Background: an optimization exercise with open tools, aiming at small area. Do not read the settings as production practice.
Only simulation tests tie the RTL to the original design; equivalence was not proved.
Power and IR drop assume default switching activity.

## touch_sample_filter
module touch_sample_filter
(
	input  logic                  clk,
	input  logic                  arst_n,
	input  logic                  cfg_we,
	input  logic [tsf_pkg::CFG_IDX_W-1:0]  cfg_index,
	input  logic [tsf_pkg::CFG_DATA_W-1:0] cfg_wdata,
	input  logic                  in_valid,
	output logic                  in_ready,
	input  logic [tsf_pkg::TIME_W-1:0]     now_ms,
	input  logic [tsf_pkg::ADC_W-1:0]      press_a,
	input  logic [tsf_pkg::ADC_W-1:0]      press_b,
	input  logic [tsf_pkg::ADC_W-1:0]      x_first,
	input  logic [tsf_pkg::ADC_W-1:0]      x_second,
	input  logic [tsf_pkg::ADC_W-1:0]      x_third,
	input  logic [tsf_pkg::ADC_W-1:0]      y_first,
	input  logic [tsf_pkg::ADC_W-1:0]      y_second,
	input  logic [tsf_pkg::ADC_W-1:0]      y_third,
	output logic                  out_valid,
	input  logic                  out_ready,
	output logic                  sampled,
	output logic                  touched,
	output logic [tsf_pkg::ADC_W-1:0]      pos_x,
	output logic [tsf_pkg::ADC_W-1:0]      pos_y,
	output logic [tsf_pkg::PRESS_W-1:0]    pressure
);
export LEC_CHECK = 0
export CAP_MARGIN = 0
export CORE_MARGIN = 2
export CORE_UTILIZATION = 55
export GPL_TIMING_DRIVEN = 0
export SLEW_MARGIN = 0
create_clock -name core_clock -period 12.0 [get_ports {clk}]
standard.sh (not shown) runs the stock make flow with config.mk's settings and CLKGATE_MAP_FILE= SYNTH_SCRIPT=/design/flow/synth_recipe.tcl, a recipe that flattens the netlist after the stock synthesis.
==> flow/flow/run.sh <==
#!/bin/bash
# Standard layout (standard.sh), with these changes:
#  - synthesis maps the combinational logic with an area-oriented ABC script
#    and extracts full adders only inside the adder module
#    (flow/synth_recipe_area.tcl); registers are inferred exactly as in the
#    standard synthesis;
#  - the port buffers use the smallest buffer cell;
#  - clock tree: small clock buffers, small sink clusters, no dummy loads.
set -euo pipefail
W=$PWD
export MY_ABC_SCRIPT=$W/flow/abc_area.script
export BUFFER_PORTS_ARGS="-buffer_cell sky130_fd_sc_hd__buf_1"
export CTS_ARGS="-sink_clustering_enable -repair_clock_nets -dont_use_dummy_load -buf_list {sky130_fd_sc_hd__clkbuf_4 sky130_fd_sc_hd__clkbuf_8} -sink_clustering_size 10"
sed "s#SYNTH_SCRIPT=[^ ]*synth_recipe.tcl#SYNTH_SCRIPT=$W/flow/synth_recipe_area.tcl#" standard.sh > my_standard.sh
grep -q "synth_recipe_area.tcl" my_standard.sh
bash my_standard.sh > standard.log 2>&1
==> flow/flow/abc_area.script <==
strash
dc2
&get -n
&st
&dch
&nf -R 1000
&put
topo
==> flow/flow/synth_recipe_area.tcl <==
# The standard flow's synthesis script (synth_recipe.tcl) with changes to the
# combinational mapping only: full/half adders are extracted only inside the
# tsf_add adder module (kept as its own module until the final flatten), and
# ABC uses an area-oriented script. Registers are inferred and mapped exactly
# as in the standard synthesis.
set ::my_first_synth 1
proc synth {args} {
  if { $::my_first_synth } {
    set ::my_first_synth 0
    yosys setattr -mod -set keep_hierarchy 1 tsf_add
  }
  yosys synth -nofsm -noshare {*}$args
}
proc extract_fa {args} { yosys extract_fa {*}$args tsf_add }
proc abc {args} {
  set i [lsearch -exact $args -script]
  if { $i >= 0 } { lset args [expr {$i + 1}] $::env(MY_ABC_SCRIPT) }
  yosys abc {*}$args
}
source $::env(SCRIPTS_DIR)/synth.tcl
# left out here: clear keep_hierarchy, flatten, clean up, hide names made inside functions, write 1_2_yosys.v
==> next run, changes <==
- CAP_MARGIN: 0 -> 20
- CORE_UTILIZATION: 55 -> 40
- GPL_TIMING_DRIVEN: 0 -> unset
- SLEW_MARGIN: 0 -> 20
The new run finished clean. Via count came out higher by 0.50%. Cell area came out higher by 1.0%. Clock-buffer cell count stays the same. Critical path depth came out lower by 1. Hold slack is about the same. Combinational power hardly moves. Utilization came out lower by 17 points. Synthesized area does not change. Die area came out higher by 36%.

---

Setup of try-raven:
touch_sample_filter, a different RTL version from the one above (not shown whole).
Size: about 96 flip-flops, ~190 I/O pins, ~0.0079 mm² of cells after synthesis.
clock: 12.0 ns
lec_check: 0
cap_margin: 20
core_margin: 2
core_utilization: 30
slew_margin: 20
==> flow/flow/run.sh <==
#!/bin/bash
# Standard layout (standard.sh), with these changes:
#  - synthesis (flow/synth_recipe_area.tcl) maps the combinational logic for
#    area: adders extracted only in the adder module, and the best of a set
#    of area-oriented ABC scripts; registers are inferred exactly as in the
#    standard synthesis;
#  - the port buffers use the smallest buffer cell;
#  - clock tree: small clock buffers, small sink clusters, no dummy loads.
# Each tool's log is in orfs/logs/; make's output is in standard.log.
set -euo pipefail
W=$PWD
export BUFFER_PORTS_ARGS="-buffer_cell sky130_fd_sc_hd__buf_1"
export CTS_ARGS="-sink_clustering_enable -repair_clock_nets -dont_use_dummy_load -buf_list {sky130_fd_sc_hd__clkbuf_4 sky130_fd_sc_hd__clkbuf_8} -sink_clustering_size 10"
sed "s#SYNTH_SCRIPT=[^ ]*synth_recipe.tcl#SYNTH_SCRIPT=$W/flow/synth_recipe_area.tcl#" standard.sh > my_standard.sh
grep -q "synth_recipe_area.tcl" my_standard.sh
bash my_standard.sh > standard.log 2>&1
Other scripts of this flow, unchanged in this note and not shown: flow/flow/synth_recipe_area.tcl
try-raven went all the way through the flow, and no timing, DRC or antenna check failed.
### try-raven -> try-zinc
Settings: swapping 30 for 40 in CORE_UTILIZATION.
==> run summary <==
Lower worst setup slack was reported by try-raven, not try-zinc.
Sequential logic power down about 0.8% in try-zinc wrt try-raven
Relative to try-raven, tightest hold margin has gone down in try-zinc.
> inputs changed (try-zinc -> try-harbor)
-- flow/flow/run.sh --
<<< try-zinc, line 11
W=$PWD
export BUFFER_PORTS_ARGS="-buffer_cell sky130_fd_sc_hd__buf_1"
export CTS_ARGS="-sink_clustering_enable -repair_clock_nets -dont_use_dummy_load -buf_list {sky130_fd_sc_hd__clkbuf_4 sky130_fd_sc_hd__clkbuf_8} -sink_clustering_size 10"
sed "s#SYNTH_SCRIPT=[^ ]*synth_recipe.tcl#SYNTH_SCRIPT=$W/flow/synth_recipe_area.tcl#" standard.sh > my_standard.sh
grep -q "synth_recipe_area.tcl" my_standard.sh
>>> try-harbor, line 11
W=$PWD
export BUFFER_PORTS_ARGS="-buffer_cell sky130_fd_sc_hd__buf_1"
export CTS_ARGS="-sink_clustering_enable -repair_clock_nets -dont_use_dummy_load -buf_list {sky130_fd_sc_hd__clkbuf_8} -sink_clustering_size 8 -sink_clustering_max_diameter 30"
sed "s#SYNTH_SCRIPT=[^ ]*synth_recipe.tcl#SYNTH_SCRIPT=$W/flow/synth_recipe_area.tcl#" standard.sh > my_standard.sh
grep -q "synth_recipe_area.tcl" my_standard.sh
- As far as final worst clock skew goes, try-harbor and try-zinc are indistinguishable; the numbers are identical.
- Compared with try-zinc, in try-harbor horizontal die dimension level, gate count after technology mapping level, fraction of the cycle the final worst path needs level.
The inputs of try-indigo differ from those of try-harbor as listed below.
-- flow/flow/run.sh --
<<< try-harbor, line 11
W=$PWD
export BUFFER_PORTS_ARGS="-buffer_cell sky130_fd_sc_hd__buf_1"
export CTS_ARGS="-sink_clustering_enable -repair_clock_nets -dont_use_dummy_load -buf_list {sky130_fd_sc_hd__clkbuf_8} -sink_clustering_size 8 -sink_clustering_max_diameter 30"
sed "s#SYNTH_SCRIPT=[^ ]*synth_recipe.tcl#SYNTH_SCRIPT=$W/flow/synth_recipe_area.tcl#" standard.sh > my_standard.sh
grep -q "synth_recipe_area.tcl" my_standard.sh
>>> try-indigo, line 11
W=$PWD
export BUFFER_PORTS_ARGS="-buffer_cell sky130_fd_sc_hd__buf_1"
export CTS_ARGS="-sink_clustering_enable -repair_clock_nets -dont_use_dummy_load -buf_list {sky130_fd_sc_hd__clkbuf_8}"
sed "s#SYNTH_SCRIPT=[^ ]*synth_recipe.tcl#SYNTH_SCRIPT=$W/flow/synth_recipe_area.tcl#" standard.sh > my_standard.sh
grep -q "synth_recipe_area.tcl" my_standard.sh
Notes after the runs:
- On combinational fraction of design power, try-harbor and try-indigo are neck and neck.
- Any difference in required time of the worst setup path between try-indigo and try-harbor is small enough to ignore.
- Final worst-path cycle share: try-harbor vs try-indigo — no meaningful difference
- [compare] base=try-harbor new=try-indigo: number of rows in the core area barely changed; global-route met2 utilization stayed essentially flat; met2 wirelength from detailed routing did not really move.
- There was hardly any difference in clock insertion delay at the later pin of the skew report between try-harbor and try-indigo.

---

## run A
touch_sample_filter again, from the RTL that the note above started with.
export LEC_CHECK = 0
export CAP_MARGIN = 20
export CORE_MARGIN = 2
export CORE_UTILIZATION = 40
export SLEW_MARGIN = 20
create_clock -name core_clock -period 12.0 [get_ports {clk}]
==> flow/flow/run.sh <==
#!/bin/bash
# Standard layout (standard.sh), with these changes:
#  - synthesis (flow/synth_recipe_area.tcl) maps the combinational logic for
#    area: adders extracted only in the adder module, and the best of the
#    flow/abc_*.script ABC scripts; registers are inferred exactly as in the
#    standard synthesis;
#  - the port buffers use the smallest buffer cell;
#  - clock tree: small clock buffers, small sink clusters, no dummy loads.
# Each tool's log is in orfs/logs/; make's output is in standard.log.
set -euo pipefail
W=$PWD
export MY_ABC_DIR=$W/flow
export BUFFER_PORTS_ARGS="-buffer_cell sky130_fd_sc_hd__buf_1"
export CTS_ARGS="-sink_clustering_enable -repair_clock_nets -dont_use_dummy_load -buf_list {sky130_fd_sc_hd__clkbuf_16} -sink_clustering_size 30 -sink_clustering_max_diameter 200"
sed "s#SYNTH_SCRIPT=[^ ]*synth_recipe.tcl#SYNTH_SCRIPT=$W/flow/synth_recipe_area.tcl#" standard.sh > my_standard.sh
grep -q "synth_recipe_area.tcl" my_standard.sh
bash my_standard.sh > standard.log 2>&1
Other scripts of this flow, unchanged in this note and not shown: flow/flow/abc_01.script, flow/flow/abc_02.script, flow/flow/abc_03.script, flow/flow/abc_04.script, flow/flow/abc_05.script, flow/flow/abc_06.script, flow/flow/abc_07.script, flow/flow/abc_08.script, flow/flow/abc_09.script, flow/flow/abc_10.script, flow/flow/abc_11.script, flow/flow/abc_12.script, flow/flow/abc_13.script, flow/flow/abc_14.script, flow/flow/synth_recipe_area.tcl
### run A -> run B
diff --git a/flow/flow/run.sh b/flow/flow/run.sh
--- a/flow/flow/run.sh
+++ b/flow/flow/run.sh
@@ -14 +14 @@
-export CTS_ARGS="-sink_clustering_enable -repair_clock_nets -dont_use_dummy_load -buf_list {sky130_fd_sc_hd__clkbuf_16} -sink_clustering_size 30 -sink_clustering_max_diameter 200"
+export CTS_ARGS="-sink_clustering_enable -repair_clock_nets -dont_use_dummy_load -buf_list {sky130_fd_sc_hd__clkbuf_4 sky130_fd_sc_hd__clkbuf_8} -sink_clustering_size 10"
## What came out
Re number of nets in the synthesized netlist: no difference whatsoever between run A and run B. Relative to run A, the core utilization of run B is lower by 0.52 points. Reported for run B and run A, largest fanout of any net on the critical path turned out identical to the last digit. Hold slack essentially unchanged between run A and run B. Cmp run B vs run A: setup slack after layout higher in run B. The routed wire length was comparable across run B and run A. Compared with run A, run B shows a higher number of fillers in the final layout.
Here is what was changed in the inputs of run C compared with run B.
diff --git a/flow/flow/run.sh b/flow/flow/run.sh
--- a/flow/flow/run.sh
+++ b/flow/flow/run.sh
@@ -14 +14 @@
-export CTS_ARGS="-sink_clustering_enable -repair_clock_nets -dont_use_dummy_load -buf_list {sky130_fd_sc_hd__clkbuf_4 sky130_fd_sc_hd__clkbuf_8} -sink_clustering_size 10"
+export CTS_ARGS="-sink_clustering_enable -repair_clock_nets -dont_use_dummy_load -buf_list {sky130_fd_sc_hd__clkbuf_8} -sink_clustering_size 20 -sink_clustering_max_diameter 100"
Notes after the runs:
Taking run B as the reference, in run C peak per-stage delay on the critical path stayed essentially flat, final routed DRC violation total neither gained nor lost much, number of different library cells in the post-synthesis netlist ~0 delta.

re-timing with driven ports:
Ports are ideal in the flow. The routed layouts listed here were re-timed in OpenROAD.
Step 1, drivers: a clkbuf_16 drives clk and a buf_2 each remaining input, both assumed.
Step 2 also shifts input and output timing later by t, the mid clock arrival at the registers, as if the neighbouring blocks saw the same clock.
a / b / c = ideal ports / drivers / drivers and shift; a / b = the first two.
run | t (ns) | slack for setup (ns) | worst register clock-pin slew, ns
the first run of note 1 | 0.403 | 0.829 / 0.843 / 0.440 | 0.11 / 0.11
the second run of note 1 | 0.411 | 2.269 / 2.273 / 1.862 | 0.11 / 0.11
try-raven | 0.413 | 2.097 / 2.113 / 1.700 | 0.12 / 0.12
try-zinc | 0.398 | 2.339 / 2.354 / 1.956 | 0.12 / 0.12
try-harbor | 0.398 | 2.339 / 2.354 / 1.956 | 0.12 / 0.12
try-indigo | 0.398 | 2.339 / 2.354 / 1.956 | 0.12 / 0.12
run A | 0.381 | 2.043 / 2.067 / 1.687 | 0.07 / 0.07
run B | 0.399 | 2.078 / 2.096 / 1.697 | 0.11 / 0.11
run C | 0.399 | 2.078 / 2.096 / 1.697 | 0.11 / 0.11
After both steps setup and hold are still met in every run listed. The setup slack of the second run of note 1, which loses most, moves by +0.004 ns with the drivers and by -0.407 ns with both steps.
